Background: an optimization exercise with open tools, aiming at small area, a short achievable clock period and few clock cycles per item. Do not read the settings as production practice.
The RTL was checked by simulation tests, not by an equivalence proof against the original design.
Power is estimated from default activity; no workload was simulated.

Setup of juniper:
// alu_cluster
module alu_cluster (
  input  logic          clk,
  input  logic          rst,
  input  logic          in_valid,
  output logic          in_ready,
  input  logic [145:0]  in_req,
  output logic          out_valid,
  input  logic          out_ready,
  output logic [72:0]   out_rsp
);
==> module alu_lane, before the edit <==
module alu_lane (
  input  logic [145:0]  req,
  output logic [72:0]   rsp
);
localparam int DATA_W     = 64;
localparam int HALF_W     = 32;  
localparam int TAG_W      = 4;
localparam int NUM_LANES  = 4;
localparam int LANE_IDX_W = 2;
localparam int FL_C = 3;
localparam int FL_V = 2;
localparam int FL_N = 1;
localparam int FL_Z = 0;
localparam logic [3:0] OP_ADD = 4'd0;
localparam logic [3:0] OP_SUB = 4'd1;
localparam logic [3:0] OP_AND = 4'd2;
localparam logic [3:0] OP_OR  = 4'd3;
localparam logic [3:0] OP_XOR = 4'd4;
localparam logic [3:0] OP_SHL = 4'd5;
localparam logic [3:0] OP_SHR = 4'd6;
localparam logic [3:0] OP_SAR = 4'd7;
localparam logic [3:0] OP_SXT = 4'd8;
localparam logic [1:0] SXT_BYTE = 2'd0;
localparam logic [1:0] SXT_HALF = 2'd1;
localparam logic [1:0] SXT_WORD = 2'd2;
localparam int REQ_W   = 146;
localparam int RQ_TAG  = 0;
localparam int RQ_B    = 4;
localparam int RQ_A    = 68;
localparam int RQ_FIN  = 132;
localparam int RQ_SXT  = 136;
localparam int RQ_COND = 138;
localparam int RQ_OP   = 142;
localparam int RSP_W   = 73;
localparam int RS_TAG  = 0;
localparam int RS_TK   = 4;
localparam int RS_FL   = 5;
localparam int RS_RES  = 9;
  logic [3:0]        op;
  logic [3:0]        cond;
  logic [1:0]        sxt;
  logic [3:0]        fin;
  logic [DATA_W-1:0] a;
  logic [DATA_W-1:0] b;
  logic [TAG_W-1:0]  tag;
  logic              taken;
  assign op   = req[RQ_OP   +: 4];
  assign cond = req[RQ_COND +: 4];
  assign sxt  = req[RQ_SXT  +: 2];
  assign fin  = req[RQ_FIN  +: 4];
  assign a    = req[RQ_A    +: DATA_W];
  assign b    = req[RQ_B    +: DATA_W];
  assign tag  = req[RQ_TAG  +: TAG_W];
  flag_cond_eval cond_i (
    .cond  (cond),
    .flags (fin),
    .taken (taken)
  );
  logic is_add, is_sub, is_and, is_or, is_xor, is_shl, is_shr, is_sar, is_sxt;
  assign is_add = (op == OP_ADD);
  assign is_sub = (op == OP_SUB);
  assign is_and = (op == OP_AND);
  assign is_or  = (op == OP_OR);
  assign is_xor = (op == OP_XOR);
  assign is_shl = (op == OP_SHL);
  assign is_shr = (op == OP_SHR);
  assign is_sar = (op == OP_SAR);
  assign is_sxt = (op == OP_SXT);
  logic [DATA_W-1:0] bx;
  logic [DATA_W-1:0] p;
  logic [DATA_W-1:0] g;
  logic [DATA_W-1:0] gg;    
  logic [DATA_W-1:0] gp;    
  logic [DATA_W:0]   c;     
  logic [DATA_W-1:0] sum;
  assign bx = b ^ {DATA_W{is_sub}};
  assign p  = a ^ bx;
  assign g  = a & bx;
  always_comb begin
    gg = g;
    gp = p;
    gg[0] = g[0] | (p[0] & is_sub);
    for (int l = 0; l < 6; l++) begin
      for (int j = 0; j < DATA_W; j++) begin
        if (((j >> l) & 1) == 1) begin
          gg[j] = gg[j] | (gp[j] & gg[((j >> l) << l) - 1]);
          gp[j] = gp[j] & gp[((j >> l) << l) - 1];
        end
      end
    end
  end
  assign c   = {gg, is_sub};
  assign sum = p ^ c[DATA_W-1:0];
  logic [5:0]        sh;
  logic [DATA_W-1:0] sh_in;
  logic [DATA_W-1:0] sh_out;
  logic [DATA_W-1:0] sh_rev;
  logic              fill;
  assign sh   = b[5:0];
  assign fill = is_sar & a[DATA_W-1];
  always_comb begin
    for (int i = 0; i < DATA_W; i++)
      sh_in[i] = is_shl ? a[DATA_W-1-i] : a[i];
  end
  assign sh_out = DATA_W'($signed({fill, sh_in}) >>> sh);
  always_comb begin
    for (int i = 0; i < DATA_W; i++)
      sh_rev[i] = sh_out[DATA_W-1-i];
  end
  logic              s_fill;
  logic [DATA_W-1:0] keep_a;
  logic [DATA_W-1:0] ext;
  assign s_fill = (sxt == SXT_BYTE) ? a[7] : (sxt == SXT_HALF) ? a[15] : a[31];
  always_comb begin
    for (int i = 0; i < DATA_W; i++) begin
      if (i < 8)
        keep_a[i] = ~taken | is_sxt;
      else if (i < 16)
        keep_a[i] = ~taken | (is_sxt & (sxt != SXT_BYTE));
      else if (i < 32)
        keep_a[i] = ~taken | (is_sxt & sxt[1]);
      else
        keep_a[i] = ~taken;
      ext[i] = taken & is_sxt & ~keep_a[i];
    end
  end
  logic t_arith, t_p, t_g, t_shr, t_shl;
  assign t_arith = taken & (is_add | is_sub);
  assign t_p     = taken & (is_xor | is_or);
  assign t_g     = taken & (is_and | is_or);
  assign t_shr   = taken & (is_shr | is_sar);
  assign t_shl   = taken & is_shl;
  logic [DATA_W-1:0] res;
  always_comb begin
    for (int i = 0; i < DATA_W; i++)
      res[i] = (t_arith & sum[i]) | (t_p & p[i]) | (t_g & g[i]) |
               (t_shr & sh_out[i]) | (t_shl & sh_rev[i]) |
               (keep_a[i] & a[i]) | (ext[i] & s_fill);
  end
  logic fc, fv;
  assign fc = (is_add | is_sub) & c[DATA_W];
  assign fv = (is_add | is_sub) & (a[DATA_W-1] == bx[DATA_W-1]) &&
              (sum[DATA_W-1] != a[DATA_W-1]);
  assign rsp[RS_RES +: DATA_W] = res;
  assign rsp[RS_FL + FL_C]     = taken ? fc : fin[FL_C];
  assign rsp[RS_FL + FL_V]     = taken ? fv : fin[FL_V];
  assign rsp[RS_FL + FL_N]     = fin[FL_N];
  assign rsp[RS_FL + FL_Z]     = fin[FL_Z];
  assign rsp[RS_TK]            = taken;
  assign rsp[RS_TAG +: TAG_W]  = tag;
endmodule
clock: 6.0 ns
lec_check: 0
abc_area: 1
cap_margin: 30
core_margin: 2
core_utilization: 40
place_density: 0.6
setup_slack_margin: 2.0
slew_margin: 20
standard.sh (not shown) runs the stock make flow with config.mk's settings and CLKGATE_MAP_FILE= SYNTH_SCRIPT=/design/flow/synth_recipe.tcl, a recipe that flattens the netlist after the stock synthesis.
==> flow/flow/run.sh <==
#!/bin/bash
# The standard layout, with plain buf_1 cells as the port buffers (the resizer
# upsizes them where timing needs it).
set -euo pipefail
export BUFFER_PORTS_ARGS="-buffer_cell sky130_fd_sc_hd__buf_1"
export ADDER_MAP_FILE=
bash standard.sh > standard.log 2>&1
juniper ran to completion and came out clean on the timing, design-rule and antenna checks.
Testbench counts of juniper, summed over its fixed seeds: cycles 27,441, items 24,000.
### juniper -> quartz
==> flow/design.v, changed modules only <==
module alu_lane (
  input  logic [145:0]  req,
  output logic [72:0]   rsp
);
localparam int DATA_W     = 64;
localparam int HALF_W     = 32;  
localparam int TAG_W      = 4;
localparam int NUM_LANES  = 4;
localparam int LANE_IDX_W = 2;
localparam int FL_C = 3;
localparam int FL_V = 2;
localparam int FL_N = 1;
localparam int FL_Z = 0;
localparam logic [3:0] OP_ADD = 4'd0;
localparam logic [3:0] OP_SUB = 4'd1;
localparam logic [3:0] OP_AND = 4'd2;
localparam logic [3:0] OP_OR  = 4'd3;
localparam logic [3:0] OP_XOR = 4'd4;
localparam logic [3:0] OP_SHL = 4'd5;
localparam logic [3:0] OP_SHR = 4'd6;
localparam logic [3:0] OP_SAR = 4'd7;
localparam logic [3:0] OP_SXT = 4'd8;
localparam logic [1:0] SXT_BYTE = 2'd0;
localparam logic [1:0] SXT_HALF = 2'd1;
localparam logic [1:0] SXT_WORD = 2'd2;
localparam int REQ_W   = 146;
localparam int RQ_TAG  = 0;
localparam int RQ_B    = 4;
localparam int RQ_A    = 68;
localparam int RQ_FIN  = 132;
localparam int RQ_SXT  = 136;
localparam int RQ_COND = 138;
localparam int RQ_OP   = 142;
localparam int RSP_W   = 73;
localparam int RS_TAG  = 0;
localparam int RS_TK   = 4;
localparam int RS_FL   = 5;
localparam int RS_RES  = 9;
  logic [3:0]        op;
  logic [3:0]        cond;
  logic [1:0]        sxt;
  logic [3:0]        fin;
  logic [DATA_W-1:0] a;
  logic [DATA_W-1:0] b;
  logic [TAG_W-1:0]  tag;
  logic              taken;
  assign op   = req[RQ_OP   +: 4];
  assign cond = req[RQ_COND +: 4];
  assign sxt  = req[RQ_SXT  +: 2];
  assign fin  = req[RQ_FIN  +: 4];
  assign a    = req[RQ_A    +: DATA_W];
  assign b    = req[RQ_B    +: DATA_W];
  assign tag  = req[RQ_TAG  +: TAG_W];
  flag_cond_eval cond_i (
    .cond  (cond),
    .flags (fin),
    .taken (taken)
  );
  logic is_add, is_sub, is_and, is_or, is_xor, is_shl, is_shr, is_sar, is_sxt;
  assign is_add = (op == OP_ADD);
  assign is_sub = (op == OP_SUB);
  assign is_and = (op == OP_AND);
  assign is_or  = (op == OP_OR);
  assign is_xor = (op == OP_XOR);
  assign is_shl = (op == OP_SHL);
  assign is_shr = (op == OP_SHR);
  assign is_sar = (op == OP_SAR);
  assign is_sxt = (op == OP_SXT);
  logic              inv_b;
  logic [DATA_W-1:0] bx;
  logic [DATA_W-1:0] p;
  logic [DATA_W-1:0] g;
  logic [DATA_W-1:0] gg;    
  logic [DATA_W-1:0] gp;    
  logic [DATA_W:0]   c;     
  logic [DATA_W-1:0] sum;
  assign inv_b = op[0];
  assign bx = b ^ {DATA_W{inv_b}};
  assign p  = a ^ bx;
  assign g  = a & bx;
  always_comb begin
    gg = g;
    gp = p;
    gg[0] = g[0] | (p[0] & inv_b);
    for (int l = 0; l < 6; l++)
      for (int j = (2 << l) - 1; j < DATA_W; j += (2 << l)) begin
        gg[j] = gg[j] | (gp[j] & gg[j - (1 << l)]);
        gp[j] = gp[j] & gp[j - (1 << l)];
      end
    for (int l = 4; l >= 0; l--)
      for (int j = 3 * (1 << l) - 1; j < DATA_W; j += (2 << l)) begin
        gg[j] = gg[j] | (gp[j] & gg[j - (1 << l)]);
        gp[j] = gp[j] & gp[j - (1 << l)];
      end
  end
  assign c   = {gg, inv_b};
  assign sum = p ^ c[DATA_W-1:0];
  logic [5:0]        sh;
  logic [DATA_W-1:0] sh_in;
  logic [DATA_W-1:0] sh_out;
  logic [DATA_W-1:0] sh_rev;
  logic              fill;
  assign sh   = b[5:0];
  assign fill = is_sar & a[DATA_W-1];
  always_comb begin
    for (int i = 0; i < DATA_W; i++)
      sh_in[i] = is_shl ? a[DATA_W-1-i] : a[i];
  end
  assign sh_out = DATA_W'($signed({fill, sh_in}) >>> sh);
  always_comb begin
    for (int i = 0; i < DATA_W; i++)
      sh_rev[i] = sh_out[DATA_W-1-i];
  end
  logic              s_fill;
  logic [DATA_W-1:0] keep_a;
  logic [DATA_W-1:0] ext;
  assign s_fill = (sxt == SXT_BYTE) ? a[7] : (sxt == SXT_HALF) ? a[15] : a[31];
  always_comb begin
    for (int i = 0; i < DATA_W; i++) begin
      if (i < 8)
        keep_a[i] = ~taken | is_sxt;
      else if (i < 16)
        keep_a[i] = ~taken | (is_sxt & (sxt != SXT_BYTE));
      else if (i < 32)
        keep_a[i] = ~taken | (is_sxt & sxt[1]);
      else
        keep_a[i] = ~taken;
      ext[i] = taken & is_sxt & ~keep_a[i];
    end
  end
  logic t_arith, t_p, t_g, t_b, t_shr, t_shl;
  assign t_arith = taken & (is_add | is_sub);
  assign t_p     = taken & is_xor;
  assign t_b     = taken & is_or;
  assign t_g     = taken & (is_and | is_or);
  assign t_shr   = taken & (is_shr | is_sar);
  assign t_shl   = taken & is_shl;
  logic [DATA_W-1:0] res;
  always_comb begin
    for (int i = 0; i < DATA_W; i++)
      res[i] = (t_arith & sum[i]) | (t_p & p[i]) | (t_g & g[i]) | (t_b & b[i]) |
               (t_shr & sh_out[i]) | (t_shl & sh_rev[i]) |
               (keep_a[i] & a[i]) | (ext[i] & s_fill);
  end
  logic fc, fv;
  assign fc = (is_add | is_sub) & c[DATA_W];
  assign fv = (is_add | is_sub) & (a[DATA_W-1] == bx[DATA_W-1]) &&
              (sum[DATA_W-1] != a[DATA_W-1]);
  assign rsp[RS_RES +: DATA_W] = res;
  assign rsp[RS_FL + FL_C]     = taken ? fc : fin[FL_C];
  assign rsp[RS_FL + FL_V]     = taken ? fv : fin[FL_V];
  assign rsp[RS_FL + FL_N]     = fin[FL_N];
  assign rsp[RS_FL + FL_Z]     = fin[FL_Z];
  assign rsp[RS_TK]            = taken;
  assign rsp[RS_TAG +: TAG_W]  = tag;
endmodule
==> comparison <==
Going from juniper to quartz, period utilization grows by 1.6 points.
Compared with juniper, in quartz count of buffer and inverter cells on the critical path increased by 1 relative to the old numbers; synthesized net count decreased by 19% relative to the old numbers; average detailed-routed wire length per instance increased by 7.2% relative to the old numbers; total net switching power decreased by 8.1% relative to the old numbers; sequential share of layout area increased by 1.3 points relative to the old numbers.
On design area, juniper loses to quartz.
Diff juniper -> quartz | actual slew at the worst max-slew pin | increase of 0.041 ns
Testbench counts of quartz, summed over its fixed seeds: cycles 27,441, items 24,000.

-- afterwards: timing with drivers on the ports --
No port has a modelled driver above. Below, the same layouts with a new extraction and two added sets of constraints. Step 1 sets driving cells, clkbuf_16 on the clock port and buf_2 on the other inputs (assumed; they add their load-dependent delay and slew). Step 2 adds t to the input delays and takes it off the output delays; t is the mean of the earliest and latest rising clock arrival at the registers after step 1. Input paths then give back, and output paths get back, about the clock's delay inside the block. Slacks: no drivers / after step 1 / after step 2; pairs: no drivers / after step 1.
run | t, ns | setup WS [ns] | pins driven straight from the clock port
juniper | 0.400 | 2.116 / 2.140 / 1.740 | 1
quartz | 0.398 | 2.022 / 2.023 / 1.624 | 1
After both steps setup and hold are still met in every run listed. For quartz, which loses most, drivers alone change the setup slack by +0.001 ns; drivers and shift together by -0.398 ns.
